Background: an optimization exercise with open tools, aiming at small area and a short achievable clock period. Do not read the settings as production practice. Where RTL was checked, it was by simulation tests only, not by an equivalence proof against the original.

==> inputs of tundra <==
// fetch_dispatch_queue
module fetch_dispatch_queue #(
    parameter int ADDRESS_WIDTH = 10,
    parameter int DATA_WIDTH    = 32,
    parameter int IPC           = 4,
    parameter int DEPTH         = 16,
    parameter int PTR_WIDTH     = 4,
    parameter int OPCODE_WIDTH  = 7
) (
    input  logic                      clk,
    input  logic                      rst,
    input  logic [IPC*DATA_WIDTH-1:0] FET_bundle,
    input  logic [IPC-1:0]            FET_validMask,
    input  logic [ADDRESS_WIDTH-1:0]  FET_pc,
    input  logic                      FET_bundleValid,
    output logic                      FET_ready,
    output logic [DATA_WIDTH-1:0]     DEC_data,
    output logic [ADDRESS_WIDTH-1:0]  DEC_pc,
    output logic                      DEC_dataValid,
    input  logic                      DEC_ready,
    input  logic                      flush,
    output logic [PTR_WIDTH:0]        count
    ,output logic [15:0]              rtype_count
);
export LEC_CHECK = 0
export CAP_MARGIN = 20
export CORE_MARGIN = 2
export CORE_UTILIZATION = 50
export CTS_BUF_LIST = sky130_fd_sc_hd__clkbuf_4 sky130_fd_sc_hd__clkbuf_8
export SETUP_SLACK_MARGIN = 2.0
export SLEW_MARGIN = 20
create_clock -name core_clock -period 4.5 [get_ports {clk}]
standard.sh (not shown) runs the stock make flow with config.mk's settings and CLKGATE_MAP_FILE= SYNTH_SCRIPT=/design/flow/synth_recipe.tcl, a recipe that flattens the netlist after the stock synthesis.
==> flow/flow/run.sh <==
#!/bin/bash
# Standard layout, but with plain buffers (not delay cells) on the ports.
set -o pipefail
cp standard.sh standard.sh.txt 2>/dev/null
export BUFFER_PORTS_ARGS="-buffer_cell sky130_fd_sc_hd__buf_2"
bash standard.sh > standard.log 2>&1
==> inputs of ember, as changes to tundra <==
--- a/flow/design.v
+++ b/flow/design.v
@@ -19,19 +19,13 @@
     input  logic                      DEC_ready,
     input  logic                      flush,
     output logic [PTR_WIDTH:0]        count
     ,output logic [15:0]              rtype_count
 );
     localparam int CNT_W = PTR_WIDTH + 1;
-    function automatic int f_log2_ceil(input int v);
-        f_log2_ceil = 0;
-        for (int r = 0; r < 31; r++) begin
-            if ((1 << r) < v) f_log2_ceil = r + 1;
-        end
-    endfunction
-    localparam int LW    = f_log2_ceil(IPC);
+    localparam int LW    = $clog2(IPC);
     localparam int AW    = ADDRESS_WIDTH;
     localparam int DW    = DATA_WIDTH;
     function automatic logic [PTR_WIDTH-1:0] ptr_add(input logic [PTR_WIDTH-1:0] a, input int k);
         ptr_add = '0;
         for (int v = 0; v < (1 << PTR_WIDTH); v++) begin
             if (a == PTR_WIDTH'(v)) ptr_add = PTR_WIDTH'(v + k);
@@ -50,16 +44,18 @@
             for (int k = i - 1; k >= 0; k--) c = c & a[k];
             inc16[i] = a[i] ^ c;
         end
     endfunction
     logic [DW-1:0] mem_data [DEPTH];
     logic [AW-1:0] mem_pc   [DEPTH];
-    logic [DEPTH-1:0]     head_nx;    
+    logic [PTR_WIDTH-1:0] head_nx;    
     logic [PTR_WIDTH-1:0] tail;
     logic                 push;
     logic                 pop;
+    assign FET_ready     = count <= CNT_W'(DEPTH - IPC);
+    assign DEC_dataValid = count != '0;
     assign push          = FET_bundleValid && FET_ready && !flush;
     assign pop           = DEC_dataValid && DEC_ready && !flush;
     function automatic logic [IPC-1:0] f_nge(input logic [IPC-1:0] mask);
         int cnt;
         f_nge = '0;
         for (int mv = 0; mv < (1 << IPC); mv++) begin
@@ -143,79 +139,59 @@
     logic [CNT_W-1:0] count_push_pop;
     assign count_push     = nge[3] ? cnt_add(count, 4) : nge[2] ? cnt_add(count, 3) : nge[1] ? cnt_add(count, 2) :
                             nge[0] ? cnt_add(count, 1) : count;
     assign count_push_pop = nge[3] ? cnt_add(count, 3) : nge[2] ? cnt_add(count, 2) : nge[1] ? cnt_add(count, 1) :
                             nge[0] ? count : cnt_add(count, -1);
     assign count_nx = push ? (pop ? count_push_pop : count_push) : (pop ? cnt_add(count, -1) : count);
-    function automatic logic f_ready(input logic [CNT_W-1:0] c, input int k);
-        f_ready = cnt_add(c, k) <= CNT_W'(DEPTH - IPC);
-    endfunction
-    logic ready_push;
-    logic ready_push_pop;
-    logic ready_nx;
-    logic valid_nx;
-    assign ready_push     = nge[3] ? f_ready(count, 4) : nge[2] ? f_ready(count, 3) : nge[1] ? f_ready(count, 2) :
-                            nge[0] ? f_ready(count, 1) : FET_ready;
-    assign ready_push_pop = nge[3] ? f_ready(count, 3) : nge[2] ? f_ready(count, 2) : nge[1] ? f_ready(count, 1) :
-                            nge[0] ? FET_ready : f_ready(count, -1);
-    assign ready_nx = push ? (pop ? ready_push_pop : ready_push) : (pop ? f_ready(count, -1) : FET_ready);
-    assign valid_nx = (push && nge[0]) || (pop ? count != CNT_W'(1) : DEC_dataValid);
     always_ff @(posedge clk or negedge rst) begin
         if (!rst) begin
-            head_nx       <= DEPTH'(2);
-            tail          <= '0;
-            count         <= '0;
-            FET_ready     <= 1'b1;
-            DEC_dataValid <= 1'b0;
+            head_nx <= PTR_WIDTH'(1);
+            tail    <= '0;
+            count <= '0;
         end else if (flush) begin
-            head_nx       <= DEPTH'(2);
-            tail          <= '0;
-            count         <= '0;
-            FET_ready     <= 1'b1;
-            DEC_dataValid <= 1'b0;
+            head_nx <= PTR_WIDTH'(1);
+            tail    <= '0;
+            count <= '0;
         end else begin
-            FET_ready     <= ready_nx;
-            DEC_dataValid <= valid_nx;
             if (push) begin
                 tail <= tail_nx;
             end
             if (pop) begin
-                head_nx <= {head_nx[DEPTH-2:0], head_nx[DEPTH-1]};
+                head_nx <= ptr_add(head_nx, 1);
             end
             count <= count_nx;
         end
     end
     logic [IPC-1:0] first_oh;
+    logic [DW-1:0]  first_data;
+    logic [AW-1:0]  first_pc;
     assign first_oh[0] = FET_validMask[0];
     for (genvar i = 1; i < IPC; i++) begin : g_first
         assign first_oh[i] = FET_validMask[i] && FET_validMask[i-1:0] == '0;
+    end
+    always_comb begin
+        first_data = '0;
+        first_pc   = '0;
+        for (int i = 0; i < IPC; i++) begin
+            first_data = first_data | ({DW{first_oh[i]}} & FET_bundle[i*DW +: DW]);
+            first_pc   = first_pc   | ({AW{first_oh[i]}} & slot_pc[i]);
+        end
     end
     logic [DW-1:0] out_data;
     logic [AW-1:0] out_pc;
     logic          take_next;
     logic          take_new;
     assign take_next = pop && count != CNT_W'(1);
     assign take_new  = count == '0 || (pop && count == CNT_W'(1));
-    logic [DW-1:0] out_data_nx;
-    logic [AW-1:0] out_pc_nx;
-    always_comb begin
-        out_data_nx = '0;
-        out_pc_nx   = '0;
-        for (int i = 0; i < IPC; i++) begin
-            out_data_nx = out_data_nx | ({DW{take_new && first_oh[i]}} & FET_bundle[i*DW +: DW]);
-            out_pc_nx   = out_pc_nx   | ({AW{take_new && first_oh[i]}} & slot_pc[i]);
-        end
-        for (int j = 0; j < DEPTH; j++) begin
-            out_data_nx = out_data_nx | ({DW{take_next && head_nx[j]}} & mem_data[j]);
-            out_pc_nx   = out_pc_nx   | ({AW{take_next && head_nx[j]}} & mem_pc[j]);
-        end
-    end
     always_ff @(posedge clk) begin
-        if (take_new || take_next) begin
-            out_data <= out_data_nx;
-            out_pc   <= out_pc_nx;
+        if (take_new) begin
+            out_data <= first_data;
+            out_pc   <= first_pc;
+        end else if (take_next) begin
+            out_data <= mem_data[head_nx];
+            out_pc   <= mem_pc[head_nx];
         end
     end
     assign DEC_data = out_data;
     assign DEC_pc   = out_pc;
     localparam logic [OPCODE_WIDTH-1:0] RTYPE_OPCODE = OPCODE_WIDTH'(7'b0110011);
     always_ff @(posedge clk or negedge rst) begin
==> flow/run.sh (new file) <==
#!/bin/bash
# synth_recipe.tcl (not shown) runs the flow's synth.tcl, then flattens the netlist and writes it again
# the make line also repeats each setting of config.mk as NAME=value (left out here)
make -C /OpenROAD-flow-scripts/flow DESIGN_CONFIG=/design/flow/config.mk WORK_HOME=/design/flow/orfs CLKGATE_MAP_FILE= SYNTH_SCRIPT=/design/flow/synth_recipe.tcl finish
==> flow/config.mk (replaced) <==
export PLATFORM = sky130hd
export DESIGN_NAME = fetch_dispatch_queue
export DESIGN_NICKNAME = fetch_dispatch_queue
export VERILOG_FILES = /design/flow/design.v
export SDC_FILE = /design/flow/constraint.sdc
export NUM_CORES = 4
export LEC_CHECK = 0
export CAP_MARGIN = 20
export CORE_MARGIN = 2
export CORE_UTILIZATION = 35
export SLEW_MARGIN = 20
removed: flow/flow/run.sh
removed: flow/standard.sh
==> inputs of onyx, as changes to tundra <==
--- a/flow/design.v
+++ b/flow/design.v
@@ -19,19 +19,13 @@
     input  logic                      DEC_ready,
     input  logic                      flush,
     output logic [PTR_WIDTH:0]        count
     ,output logic [15:0]              rtype_count
 );
     localparam int CNT_W = PTR_WIDTH + 1;
-    function automatic int f_log2_ceil(input int v);
-        f_log2_ceil = 0;
-        for (int r = 0; r < 31; r++) begin
-            if ((1 << r) < v) f_log2_ceil = r + 1;
-        end
-    endfunction
-    localparam int LW    = f_log2_ceil(IPC);
+    localparam int LW    = $clog2(IPC);
     localparam int AW    = ADDRESS_WIDTH;
     localparam int DW    = DATA_WIDTH;
     function automatic logic [PTR_WIDTH-1:0] ptr_add(input logic [PTR_WIDTH-1:0] a, input int k);
         ptr_add = '0;
         for (int v = 0; v < (1 << PTR_WIDTH); v++) begin
             if (a == PTR_WIDTH'(v)) ptr_add = PTR_WIDTH'(v + k);
@@ -50,16 +44,18 @@
             for (int k = i - 1; k >= 0; k--) c = c & a[k];
             inc16[i] = a[i] ^ c;
         end
     endfunction
     logic [DW-1:0] mem_data [DEPTH];
     logic [AW-1:0] mem_pc   [DEPTH];
-    logic [DEPTH-1:0]     head_nx;    
+    logic [PTR_WIDTH-1:0] head_nx;    
     logic [PTR_WIDTH-1:0] tail;
     logic                 push;
     logic                 pop;
+    assign FET_ready     = count <= CNT_W'(DEPTH - IPC);
+    assign DEC_dataValid = count != '0;
     assign push          = FET_bundleValid && FET_ready && !flush;
     assign pop           = DEC_dataValid && DEC_ready && !flush;
     function automatic logic [IPC-1:0] f_nge(input logic [IPC-1:0] mask);
         int cnt;
         f_nge = '0;
         for (int mv = 0; mv < (1 << IPC); mv++) begin
@@ -143,79 +139,59 @@
     logic [CNT_W-1:0] count_push_pop;
     assign count_push     = nge[3] ? cnt_add(count, 4) : nge[2] ? cnt_add(count, 3) : nge[1] ? cnt_add(count, 2) :
                             nge[0] ? cnt_add(count, 1) : count;
     assign count_push_pop = nge[3] ? cnt_add(count, 3) : nge[2] ? cnt_add(count, 2) : nge[1] ? cnt_add(count, 1) :
                             nge[0] ? count : cnt_add(count, -1);
     assign count_nx = push ? (pop ? count_push_pop : count_push) : (pop ? cnt_add(count, -1) : count);
-    function automatic logic f_ready(input logic [CNT_W-1:0] c, input int k);
-        f_ready = cnt_add(c, k) <= CNT_W'(DEPTH - IPC);
-    endfunction
-    logic ready_push;
-    logic ready_push_pop;
-    logic ready_nx;
-    logic valid_nx;
-    assign ready_push     = nge[3] ? f_ready(count, 4) : nge[2] ? f_ready(count, 3) : nge[1] ? f_ready(count, 2) :
-                            nge[0] ? f_ready(count, 1) : FET_ready;
-    assign ready_push_pop = nge[3] ? f_ready(count, 3) : nge[2] ? f_ready(count, 2) : nge[1] ? f_ready(count, 1) :
-                            nge[0] ? FET_ready : f_ready(count, -1);
-    assign ready_nx = push ? (pop ? ready_push_pop : ready_push) : (pop ? f_ready(count, -1) : FET_ready);
-    assign valid_nx = (push && nge[0]) || (pop ? count != CNT_W'(1) : DEC_dataValid);
     always_ff @(posedge clk or negedge rst) begin
         if (!rst) begin
-            head_nx       <= DEPTH'(2);
-            tail          <= '0;
-            count         <= '0;
-            FET_ready     <= 1'b1;
-            DEC_dataValid <= 1'b0;
+            head_nx <= PTR_WIDTH'(1);
+            tail    <= '0;
+            count <= '0;
         end else if (flush) begin
-            head_nx       <= DEPTH'(2);
-            tail          <= '0;
-            count         <= '0;
-            FET_ready     <= 1'b1;
-            DEC_dataValid <= 1'b0;
+            head_nx <= PTR_WIDTH'(1);
+            tail    <= '0;
+            count <= '0;
         end else begin
-            FET_ready     <= ready_nx;
-            DEC_dataValid <= valid_nx;
             if (push) begin
                 tail <= tail_nx;
             end
             if (pop) begin
-                head_nx <= {head_nx[DEPTH-2:0], head_nx[DEPTH-1]};
+                head_nx <= ptr_add(head_nx, 1);
             end
             count <= count_nx;
         end
     end
     logic [IPC-1:0] first_oh;
+    logic [DW-1:0]  first_data;
+    logic [AW-1:0]  first_pc;
     assign first_oh[0] = FET_validMask[0];
     for (genvar i = 1; i < IPC; i++) begin : g_first
         assign first_oh[i] = FET_validMask[i] && FET_validMask[i-1:0] == '0;
+    end
+    always_comb begin
+        first_data = '0;
+        first_pc   = '0;
+        for (int i = 0; i < IPC; i++) begin
+            first_data = first_data | ({DW{first_oh[i]}} & FET_bundle[i*DW +: DW]);
+            first_pc   = first_pc   | ({AW{first_oh[i]}} & slot_pc[i]);
+        end
     end
     logic [DW-1:0] out_data;
     logic [AW-1:0] out_pc;
     logic          take_next;
     logic          take_new;
     assign take_next = pop && count != CNT_W'(1);
     assign take_new  = count == '0 || (pop && count == CNT_W'(1));
-    logic [DW-1:0] out_data_nx;
-    logic [AW-1:0] out_pc_nx;
-    always_comb begin
-        out_data_nx = '0;
-        out_pc_nx   = '0;
-        for (int i = 0; i < IPC; i++) begin
-            out_data_nx = out_data_nx | ({DW{take_new && first_oh[i]}} & FET_bundle[i*DW +: DW]);
-            out_pc_nx   = out_pc_nx   | ({AW{take_new && first_oh[i]}} & slot_pc[i]);
-        end
-        for (int j = 0; j < DEPTH; j++) begin
-            out_data_nx = out_data_nx | ({DW{take_next && head_nx[j]}} & mem_data[j]);
-            out_pc_nx   = out_pc_nx   | ({AW{take_next && head_nx[j]}} & mem_pc[j]);
-        end
-    end
     always_ff @(posedge clk) begin
-        if (take_new || take_next) begin
-            out_data <= out_data_nx;
-            out_pc   <= out_pc_nx;
+        if (take_new) begin
+            out_data <= first_data;
+            out_pc   <= first_pc;
+        end else if (take_next) begin
+            out_data <= mem_data[head_nx];
+            out_pc   <= mem_pc[head_nx];
         end
     end
     assign DEC_data = out_data;
     assign DEC_pc   = out_pc;
     localparam logic [OPCODE_WIDTH-1:0] RTYPE_OPCODE = OPCODE_WIDTH'(7'b0110011);
     always_ff @(posedge clk or negedge rst) begin
==> flow/config.mk (replaced) <==
export PLATFORM = sky130hd
export DESIGN_NAME = fetch_dispatch_queue
export DESIGN_NICKNAME = fetch_dispatch_queue
export VERILOG_FILES = /design/flow/design.v
export SDC_FILE = /design/flow/constraint.sdc
export NUM_CORES = 4
export LEC_CHECK = 0
export CAP_MARGIN = 20
export CORE_MARGIN = 2
export CORE_UTILIZATION = 35
export SLEW_MARGIN = 20
==> results.sh <==
export IMPL_dpl_cell_count=4228
export IMPL_final_signal_inverter_count=25
export IMPL_hold_path_class="reg2reg"
export IMPL_layout_drive_gt1_share_pct=13.22
export IMPL_routed_wl_um=149000
export IMPL_seq_area_um2=22180
export IMPL_non_clock_buffer_count=383
export IMPL_worst_clock_skew_ns=0.04118
export IMPL_drt_first_iter_violations=5542
export IMPL_synth_lib_cells_used_distinct=99
export IMPL_route_met2_wl_um=66490
export IMPL_core_area_um2=99710
export IMPL_n_tap_cell=1298
export IMPL_leading_post_synthesis_cells_by_cell_area="sky130_fd_sc_hd__edfxtp_1 (61%), sky130_fd_sc_hd__a222oi_1 (4.5%), sky130_fd_sc_hd__nand2_1 (4.2%)"
export IMPL_sh_seq_area_pct=52.36
export IMPL_syn_nets=2942
export IMPL_result_of_the_run="finished clean"
the above is filed under ember

==> results.sh <==
export IMPL_result_of_the_run="finished clean"
export IMPL_synth_lib_cells_used_distinct=99
export IMPL_sh_seq_area_pct=53.65
export IMPL_non_clock_buffer_count=373
export IMPL_n_tap_cell=1298
export IMPL_routed_wl_um=151400
export IMPL_route_met2_wl_um=66760
export IMPL_drt_first_iter_violations=6049
export IMPL_final_signal_inverter_count=25
export IMPL_layout_drive_gt1_share_pct=20.48
export IMPL_worst_clock_skew_ns=0.02326
export IMPL_leading_post_synthesis_cells_by_cell_area="sky130_fd_sc_hd__edfxtp_1 (61%), sky130_fd_sc_hd__a222oi_1 (4.5%), sky130_fd_sc_hd__nand2_1 (4.2%)"
the above is filed under onyx

==> results.sh <==
export IMPL_result_of_the_run="finished clean"
export IMPL_non_clock_buffer_count=393
export IMPL_seq_area_um2=22580
export IMPL_core_area_um2=68350
export IMPL_share_comb_of_total_power_pct=21.7
export IMPL_sh_seq_area_pct=54.85
export IMPL_routed_wl_um=145800
export IMPL_worst_endpoint_required_ns=5.17
export IMPL_final_signal_inverter_count=23
export IMPL_worst_clock_skew_ns=0.04699
export IMPL_synth_lib_cells_used_distinct=87
export IMPL_drt_first_iter_violations=6231
export IMPL_route_met2_wl_um=64350
export IMPL_n_tap_cell=882
export IMPL_leading_post_synthesis_cells_by_cell_area="sky130_fd_sc_hd__edfxtp_1 (62%), sky130_fd_sc_hd__a222oi_1 (5.5%), sky130_fd_sc_hd__nand2_1 (4.1%)"
the above is filed under tundra

For ember and onyx, only the layout was checked, not whether the RTL still works.

-- what the ideal ports hide --
Ports are ideal in the flow. The routed layouts listed here were re-timed in OpenROAD. Step 1, drivers: a clkbuf_16 drives clk and a buf_2 each remaining input, both assumed. Step 2 adds t to the input delays and takes it off the output delays; t is the mean of the earliest and latest rising clock arrival at the registers after step 1. Input paths then give back, and output paths get back, about the clock's delay inside the block. Three values: ideal ports, drivers, drivers and shift; two values: the first two.
| run | shift t [ns] | setup WS [ns] | worst slew at a driven data input, ns |
|---|---|---|---|
| tundra | 0.855 | 1.966 / 1.966 / 1.180 | 0.12 |
| ember | 0.718 | 0.882 / 0.914 / 0.197 | 0.08 |
| onyx | 0.717 | 0.794 / 0.794 / 0.560 | 0.12 |
After both steps every run listed still meets setup and hold. For tundra, which loses most, drivers alone change the setup slack by 0.000 ns; drivers and shift together by -0.786 ns.
